Background: an optimization exercise with open tools, aiming at small area, a short achievable clock period and few clock cycles per item. Do not read the settings as production practice. Only simulation tests tie the RTL to the original design; equivalence was not proved. Power figures rest on the tool's default switching activity, not on a simulated workload.

## the baseline
==> flow/design.v (excerpt) <==
module first_fit_block_allocator
#(
    parameter int ARENA_BYTES  = 1024,
    parameter int ALIGN_BYTES  = 16,
    parameter int HEADER_BYTES = 16
)
(
    input  logic                clk,
    input  logic                rst_n,
    input  logic                req_valid,
    output logic                req_stall,
    input  logic                operation,
    input  logic [BYTES_W-1:0]  request_bytes,
    input  logic [BYTES_W-1:0]  free_offset,
    output logic                rsp_valid,
    input  logic                rsp_stall,
    output logic [1:0]          status,
    output logic [BYTES_W-1:0]  data_offset
);
    localparam int N = 64;
    function automatic [2:0] low8(input logic [7:0] v);
        logic [2:0] k;
        k = 3'd7;
        for (int i = 6; i >= 0; i--)
            if (v[i])
                k = 3'(i);
        low8 = k;
    endfunction
    function automatic [N:0] dec_eq(input logic en, input logic [6:0] v);
        logic [8:0] heq;
        logic [7:0] leq;
        logic [N:0] eq;
        for (int a = 0; a < 9; a++)
            heq[a] = en && (v[6:3] == 4'(a));
  ...
Size in the first run: about 2400 cells after synthesis, about 180 flip-flops, about 39 I/O pins, about 18000 um2 of cells after synthesis.
make LEC_CHECK=0 CAP_MARGIN=20 CORE_MARGIN=2 CORE_UTILIZATION=40 GPL_TIMING_DRIVEN=0 SETUP_SLACK_MARGIN=0.5 SLEW_MARGIN=20 finish   # period 5.0 ns
run.sh (not shown) runs the stock make flow with config.mk's settings and CLKGATE_MAP_FILE= SYNTH_SCRIPT=/design/flow/synth_recipe.tcl, a recipe that flattens the netlist after the stock synthesis.
Testbench counts of the baseline, summed over its fixed seeds: cycles 4,016, items 4,000.
For the candidate, these inputs were changed with respect to the baseline:
--- a/flow/design.v
+++ b/flow/design.v
@@ -32,20 +32,20 @@
         logic [2:0] k;
         k = 3'd7;
         for (int i = 6; i >= 0; i--)
             if (v[i])
                 k = 3'(i);
         low8 = k;
     endfunction
-    function automatic [N:0] dec_eq(input logic en, input logic [6:0] v);
+    function automatic [N:0] dec_eq(input logic [6:0] v);
         logic [8:0] heq;
         logic [7:0] leq;
         logic [N:0] eq;
         for (int a = 0; a < 9; a++)
-            heq[a] = en && (v[6:3] == 4'(a));
+            heq[a] = (v[6:3] == 4'(a));
         for (int b = 0; b < 8; b++)
             leq[b] = (v[2:0] == 3'(b));
         for (int x = 0; x <= N; x++)
             eq[x] = heq[x / 8] & leq[x % 8];
         dec_eq = eq;
     endfunction
     logic       ir_valid;
@@ -95,32 +95,19 @@
     logic [N-1:0] fr;
     logic [N-1:1] st_r;
     logic [N+1:0] st;        
     assign st = {2'b11, st_r, 1'b1};
     logic         p_valid;
     logic [5:0]   p_g;
     logic [6:0]   p_m;
+    logic [6:0]   p_h;
+    assign p_h    = 7'(p_g) + p_m;
     logic [N:0]   p_eq_g, p_eq_h;
-    assign p_eq_g = dec_eq(p_valid, {1'b0, p_g});
-    logic [3:0]   p_lsum;
-    logic [4:0]   p_hsum;
-    logic [9:0]   p_hoh;
-    logic [7:0]   p_loh;
-    assign p_lsum = {1'b0, p_g[2:0]} + {1'b0, p_m[2:0]};
-    assign p_hsum = {2'b0, p_g[5:3]} + {1'b0, p_m[6:3]};
-    always_comb
-    begin
-        for (int a = 0; a < 10; a++)
-            p_hoh[a] = p_valid && (p_lsum[3] ? ((a > 0) && (p_hsum == 5'(a - 1)))
-                                             : (p_hsum == 5'(a)));
-        for (int b = 0; b < 8; b++)
-            p_loh[b] = (p_lsum[2:0] == 3'(b));
-        for (int x = 0; x <= N; x++)
-            p_eq_h[x] = p_hoh[x / 8] & p_loh[x % 8];
-    end
+    assign p_eq_g = p_valid ? dec_eq({1'b0, p_g}) : '0;
+    assign p_eq_h = p_valid ? dec_eq(p_h) : '0;
     logic [N-1:0] p_split, fr_t, st_t, fs_t;
     always_comb
     begin
         for (int x = 0; x < N; x++)
         begin
             p_split[x] = p_eq_h[x] & ~st[x] & ~st[x+1];
             fr_t[x]    = (fr[x] & ~p_eq_g[x] & ~p_eq_h[x+1] & ~(p_eq_h[x] & ~st[x] & st[x+1]))
@@ -163,27 +150,27 @@
         for (int a = 0; a < 8; a++)
         begin
             a_hi = a_hi | ({3{a_gh[a]}} & 3'(a));
             a_g  = a_g  | ({6{a_gh[a]}} & {3'(a), a_lo[a]});
         end
     end
     assign a_fit = |a_grp;
-    logic         do_free;
     logic [N-1:0] f_eq, f_blk;
-    assign do_free = proc & (ir_op == OP_FREE);
-    assign f_eq = dec_eq(do_free & ir_arg[6], {1'b0, ir_arg[5:0]});
+    assign f_eq = ir_arg[6] ? dec_eq({1'b0, ir_arg[5:0]}) : '0;
     always_comb
     begin
         f_blk[0] = f_eq[0];
         for (int x = 1; x < N; x++)
             f_blk[x] = (f_eq[x] & st[x]) | (f_blk[x-1] & ~st[x]);
     end
+    logic         do_free;
     logic [N-1:0] fr_f;
     logic         f_found;
-    assign fr_f    = fr_t | f_blk;
+    assign do_free = proc & (ir_op == OP_FREE);
+    assign fr_f    = fr_t | ({N{do_free}} & f_blk);
     assign f_found = |(st_t & f_eq);
     always_ff @(posedge clk or negedge rst_n)
     begin
         if (!rst_n)
         begin
             fr[0]     <= 1'b1;
             fr[N-1]   <= 1'b1;
## What came out
- The candidate vs. the baseline: clock tree skew after final layout decreased by 0.0035 ns relative to the old numbers, routing usage on met3 fell 1.1 points, combinational power grew by about 20%.
- The beginning of the critical path comes out ir_c2[0]$_DFFE_PN_ in one run and ir_c1[0]$_DFFE_PN_ in the other, namely in the candidate and the baseline respectively.
- The candidate -> stages 100% | layout checks FAIL | setup timing
- The baseline went all the way through the flow, and no timing, DRC or antenna check failed.
- Unique cell type count in the Yosys netlist (higher): the baseline
- Reported for the candidate and the baseline, CTS H-tree depth turned out identical to the last digit.
Testbench counts of the candidate, summed over its fixed seeds: cycles 4,016, items 4,000.

========
Setup of v6:
The RTL this note starts from:
==> flow/design.v <==
package ffa_pkg;
    localparam logic OP_ALLOC = 1'b0;
    localparam logic OP_FREE  = 1'b1;
    localparam logic [1:0] ST_ALLOCATED = 2'd0;
    localparam logic [1:0] ST_NO_FIT    = 2'd1;
    localparam logic [1:0] ST_FREED     = 2'd2;
    localparam logic [1:0] ST_NOT_FOUND = 2'd3;
    localparam int BYTES_W = 10;
endpackage
import ffa_pkg::*;
module first_fit_block_allocator
#(
    parameter int ARENA_BYTES  = 1024,
    parameter int ALIGN_BYTES  = 16,
    parameter int HEADER_BYTES = 16
)
(
    input  logic                clk,
    input  logic                rst_n,
    input  logic                req_valid,
    output logic                req_stall,
    input  logic                operation,
    input  logic [BYTES_W-1:0]  request_bytes,
    input  logic [BYTES_W-1:0]  free_offset,
    output logic                rsp_valid,
    input  logic                rsp_stall,
    output logic [1:0]          status,
    output logic [BYTES_W-1:0]  data_offset
);
    localparam int N = 64;
    function automatic [2:0] low8(input logic [7:0] v);
        logic [2:0] k;
        k = 3'd7;
        for (int i = 6; i >= 0; i--)
            if (v[i])
                k = 3'(i);
        low8 = k;
    endfunction
    function automatic [N:0] dec_eq(input logic en, input logic [6:0] v);
        logic [8:0] heq;
        logic [7:0] leq;
        logic [N:0] eq;
        for (int a = 0; a < 9; a++)
            heq[a] = en && (v[6:3] == 4'(a));
        for (int b = 0; b < 8; b++)
            leq[b] = (v[2:0] == 3'(b));
        for (int x = 0; x <= N; x++)
            eq[x] = heq[x / 8] & leq[x % 8];
        dec_eq = eq;
    endfunction
    logic       ir_valid;
    logic       ir_op;
    logic [6:0] ir_arg;      
    logic [5:0] ir_c1;       
    logic [5:0] ir_c2;
    logic       ir_rz;       
    logic       sk_valid;    
    logic       proc;
    logic [6:0] arg_in, r_in;
    logic [5:0] c1_in, c2_in;
    assign r_in = {1'b0, request_bytes[9:4]} + {6'd0, |request_bytes[3:0]};
    always_comb
    begin
        if (operation == OP_FREE)
            arg_in = {(free_offset[3:0] == 4'd0) && (free_offset[9:4] != 6'd0),
                      free_offset[9:4] - 6'd1};
        else
            arg_in = r_in + 7'd1;
        for (int j = 0; j < 6; j++)
        begin
            c1_in[j] = (r_in >> (j + 1)) != 7'd0;
            c2_in[j] = c1_in[j] & r_in[j];
        end
    end
    assign req_stall = ir_valid & sk_valid;
    assign proc      = ir_valid & ~sk_valid;
    always_ff @(posedge clk or negedge rst_n)
    begin
        if (!rst_n)
            ir_valid <= 1'b0;
        else if (!req_stall)
            ir_valid <= req_valid;
    end
    always_ff @(posedge clk)
    begin
        if (!req_stall)
        begin
            ir_op  <= operation;
            ir_arg <= arg_in;
            ir_c1  <= c1_in;
            ir_c2  <= c2_in;
            ir_rz  <= (r_in == 7'd0);
        end
    end
    logic [N-1:0] fr;
    logic [N-1:1] st_r;
    logic [N+1:0] st;        
    assign st = {2'b11, st_r, 1'b1};
    logic         p_valid;
    logic [5:0]   p_g;
    logic [6:0]   p_m;
    logic [6:0]   p_h;
    assign p_h    = 7'(p_g) + p_m;
    logic [N:0]   p_eq_g, p_eq_h;
    assign p_eq_g = dec_eq(p_valid, {1'b0, p_g});
    assign p_eq_h = dec_eq(p_valid, p_h);
    logic [N-1:0] p_split, fr_t, st_t, fs_t;
    always_comb
    begin
        for (int x = 0; x < N; x++)
        begin
            p_split[x] = p_eq_h[x] & ~st[x] & ~st[x+1];
            fr_t[x]    = (fr[x] & ~p_eq_g[x] & ~p_eq_h[x+1] & ~(p_eq_h[x] & ~st[x] & st[x+1]))
                         | p_split[x];
            st_t[x]    = st[x] | p_split[x];
            fs_t[x]    = (st[x] & fr[x] & ~p_eq_g[x]) | p_split[x];
        end
    end
    logic [N-1:0] f [7];
    always_comb
    begin
        f[0] = ~st[N:1];
        for (int j = 0; j < 5; j++)
            f[j+1] = f[j] & ((f[j] >> (1 << j)) | {N{~ir_c1[j]}})
                          & ((f[j] >> (2 << j)) | {N{~ir_c2[j]}});
        f[6] = f[5] & {N{~ir_c1[5]}};
    end
    logic [N-1:0] a_win;
    logic [7:0]   a_grp;
    logic [2:0]   a_lo [8];
    logic [2:0]   a_hi;
    logic         a_fit;
    logic [5:0]   a_g;
    assign a_win = fs_t & (f[6] | {N{ir_rz}});
    always_comb
    begin
        for (int a = 0; a < 8; a++)
        begin
            a_grp[a] = |a_win[8*a +: 8];
            a_lo[a]  = low8(a_win[8*a +: 8]);
        end
    end
    logic [7:0] a_gh;
    always_comb
    begin
        for (int a = 0; a < 8; a++)
            a_gh[a] = a_grp[a] && ((a_grp & ((8'd1 << a) - 8'd1)) == 8'd0);
        a_hi = '0;
        a_g  = '0;
        for (int a = 0; a < 8; a++)
        begin
            a_hi = a_hi | ({3{a_gh[a]}} & 3'(a));
            a_g  = a_g  | ({6{a_gh[a]}} & {3'(a), a_lo[a]});
        end
    end
    assign a_fit = |a_grp;
    logic         do_free;
    logic [N-1:0] f_eq, f_blk;
    assign do_free = proc & (ir_op == OP_FREE);
    assign f_eq = dec_eq(do_free & ir_arg[6], {1'b0, ir_arg[5:0]});
    always_comb
    begin
        f_blk[0] = f_eq[0];
        for (int x = 1; x < N; x++)
            f_blk[x] = (f_eq[x] & st[x]) | (f_blk[x-1] & ~st[x]);
    end
    logic [N-1:0] fr_f;
    logic         f_found;
    assign fr_f    = fr_t | f_blk;
    assign f_found = |(st_t & f_eq);
    always_ff @(posedge clk or negedge rst_n)
    begin
        if (!rst_n)
        begin
            fr[0]     <= 1'b1;
            fr[N-1]   <= 1'b1;
            st_r      <= '0;
            p_valid   <= 1'b0;
        end
        else
        begin
            fr[0]     <= fr_f[0];
            fr[N-1]   <= fr_f[N-1];
            st_r    <= st_t[N-1:1] & ~(fr_f[N-1:1] & fr_f[N-2:0]);
            p_valid <= proc & (ir_op == OP_ALLOC) & a_fit;
        end
    end
    always_ff @(posedge clk)
        fr[N-2:1] <= fr_f[N-2:1];
    always_ff @(posedge clk)
    begin
        p_g <= a_g;
        p_m <= ir_arg;
    end
    logic [1:0] n_st;
    always_comb
    begin
        if (ir_op == OP_FREE)
            n_st = f_found ? ST_FREED : ST_NOT_FOUND;
        else
            n_st = a_fit ? ST_ALLOCATED : ST_NO_FIT;
    end
    logic       take;
    logic       rv_reg;
    logic [1:0] q_v;
    logic       q_wp, q_rp;
    logic [1:0] q_st [2];
    logic [5:0] q_g  [2];
    assign take     = rv_reg & ~rsp_stall;
    assign sk_valid = &q_v;
    always_ff @(posedge clk or negedge rst_n)
    begin
        if (!rst_n)
        begin
            rv_reg <= 1'b0;
            q_v    <= 2'b00;
            q_wp   <= 1'b0;
            q_rp   <= 1'b0;
        end
        else
        begin
            for (int i = 0; i < 2; i++)
                q_v[i] <= (q_v[i] & ~(take & (q_rp == 1'(i)))) | (proc & (q_wp == 1'(i)));
            if (proc)
                q_wp <= ~q_wp;
            if (take)
                q_rp <= ~q_rp;
            rv_reg <= take ? (q_v[~q_rp] | proc) : (rv_reg | proc);
        end
    end
    always_ff @(posedge clk)
    begin
        for (int i = 0; i < 2; i++)
            if (q_wp == 1'(i) && !q_v[i])
            begin
                q_st[i] <= n_st;
                q_g[i]  <= a_g;
            end
    end
    assign rsp_valid   = rv_reg;
    assign status      = q_st[q_rp];
    assign data_offset = (q_st[q_rp] == ST_ALLOCATED) ? {q_g[q_rp] + 6'd1, 4'd0} : '0;
endmodule
clock: 5.0 ns
lec_check: 0
cap_margin: 20
core_margin: 2
core_utilization: 40
gpl_timing_driven: 0
setup_slack_margin: 0.5
slew_margin: 20
Testbench counts of v6, summed over its fixed seeds: cycles 4,016, items 4,000.
[inputs] v7 vs v6
diff --git a/flow/design.v b/flow/design.v
--- a/flow/design.v
+++ b/flow/design.v
@@ -37,10 +37,10 @@
         low8 = k;
     endfunction
-    function automatic [N:0] dec_eq(input logic en, input logic [6:0] v);
+    function automatic [N:0] dec_eq(input logic [6:0] v);
         logic [8:0] heq;
         logic [7:0] leq;
         logic [N:0] eq;
         for (int a = 0; a < 9; a++)
-            heq[a] = en && (v[6:3] == 4'(a));
+            heq[a] = (v[6:3] == 4'(a));
         for (int b = 0; b < 8; b++)
             leq[b] = (v[2:0] == 3'(b));
@@ -54,4 +54,6 @@
     logic [5:0] ir_c1;       
     logic [5:0] ir_c2;
+    logic [1:0] ir_n1;       
+    logic [1:0] ir_n2;
     logic       ir_rz;       
     logic       sk_valid;    
@@ -90,4 +92,6 @@
             ir_c1  <= c1_in;
             ir_c2  <= c2_in;
+            ir_n1  <= ~c1_in[1:0];
+            ir_n2  <= ~c2_in[1:0];
             ir_rz  <= (r_in == 7'd0);
         end
@@ -103,6 +107,6 @@
     assign p_h    = 7'(p_g) + p_m;
     logic [N:0]   p_eq_g, p_eq_h;
-    assign p_eq_g = dec_eq(p_valid, {1'b0, p_g});
-    assign p_eq_h = dec_eq(p_valid, p_h);
+    assign p_eq_g = p_valid ? dec_eq({1'b0, p_g}) : '0;
+    assign p_eq_h = p_valid ? dec_eq(p_h) : '0;
     logic [N-1:0] p_split, fr_t, st_t, fs_t;
     always_comb
@@ -121,5 +125,8 @@
     begin
         f[0] = ~st[N:1];
-        for (int j = 0; j < 5; j++)
+        for (int j = 0; j < 2; j++)
+            f[j+1] = f[j] & ((f[j] >> (1 << j)) | {{N/2{ir_n1[j]}}, {N/2{~ir_c1[j]}}})
+                          & ((f[j] >> (2 << j)) | {{N/2{ir_n2[j]}}, {N/2{~ir_c2[j]}}});
+        for (int j = 2; j < 5; j++)
             f[j+1] = f[j] & ((f[j] >> (1 << j)) | {N{~ir_c1[j]}})
                           & ((f[j] >> (2 << j)) | {N{~ir_c2[j]}});
@@ -155,8 +162,6 @@
     end
     assign a_fit = |a_grp;
-    logic         do_free;
     logic [N-1:0] f_eq, f_blk;
-    assign do_free = proc & (ir_op == OP_FREE);
-    assign f_eq = dec_eq(do_free & ir_arg[6], {1'b0, ir_arg[5:0]});
+    assign f_eq = ir_arg[6] ? dec_eq({1'b0, ir_arg[5:0]}) : '0;
     always_comb
     begin
@@ -165,7 +170,9 @@
             f_blk[x] = (f_eq[x] & st[x]) | (f_blk[x-1] & ~st[x]);
     end
+    logic         do_free;
     logic [N-1:0] fr_f;
     logic         f_found;
-    assign fr_f    = fr_t | f_blk;
+    assign do_free = proc & (ir_op == OP_FREE);
+    assign fr_f    = fr_t | ({N{do_free}} & f_blk);
     assign f_found = |(st_t & f_eq);
     always_ff @(posedge clk or negedge rst_n)
==> comparison <==
Looking at biggest cell delay along the critical path, v7 sits 0.38 ns below v6.
In terms of slew of the pin with the lowest slew margin, v7 and v6 differ only marginally.
v6 → v7: number of buffers other than clock buffers in the final layout shows an increase of 19, final instance area now sits higher, worst setup slack now sits higher.
Compare v7 and v6 | area growth from synthesis to layout lower: v7
Testbench counts of v7, summed over its fixed seeds: cycles 4,016, items 4,000.

-- afterwards: timing with drivers on the ports --
Ports are ideal in the flow. The routed layouts listed here were re-timed in OpenROAD. Step 1, drivers: a clkbuf_16 drives clk and a buf_2 each remaining input, both assumed. Step 2 times the ports against the registers' clock, not the clock port: input delays grow and output delays shrink by t, the midpoint of the rising clock arrivals with the driver on. Three values: ideal, step 1, step 2; two values: the first two.
run | shift t [ns] | slack for setup (ns) | hold WS [ns] | worst setup path after step 2 | cell pins on the clock port's net
the baseline | 0.583 | 0.297 / 0.297 / 0.297 | 0.415 / 0.379 / 0.542 | register to register | 1
the candidate | 0.528 | -0.109 / -0.109 / -0.109 | 0.509 / 0.484 / 0.525 | register to register | 1
v6 | 0.528 | 0.149 / 0.149 / 0.149 | 0.520 / 0.514 / 0.531 | register to register | 1
v7 | 0.532 | 0.316 / 0.316 / 0.316 | 0.373 / 0.373 / 0.373 | register to register | 1
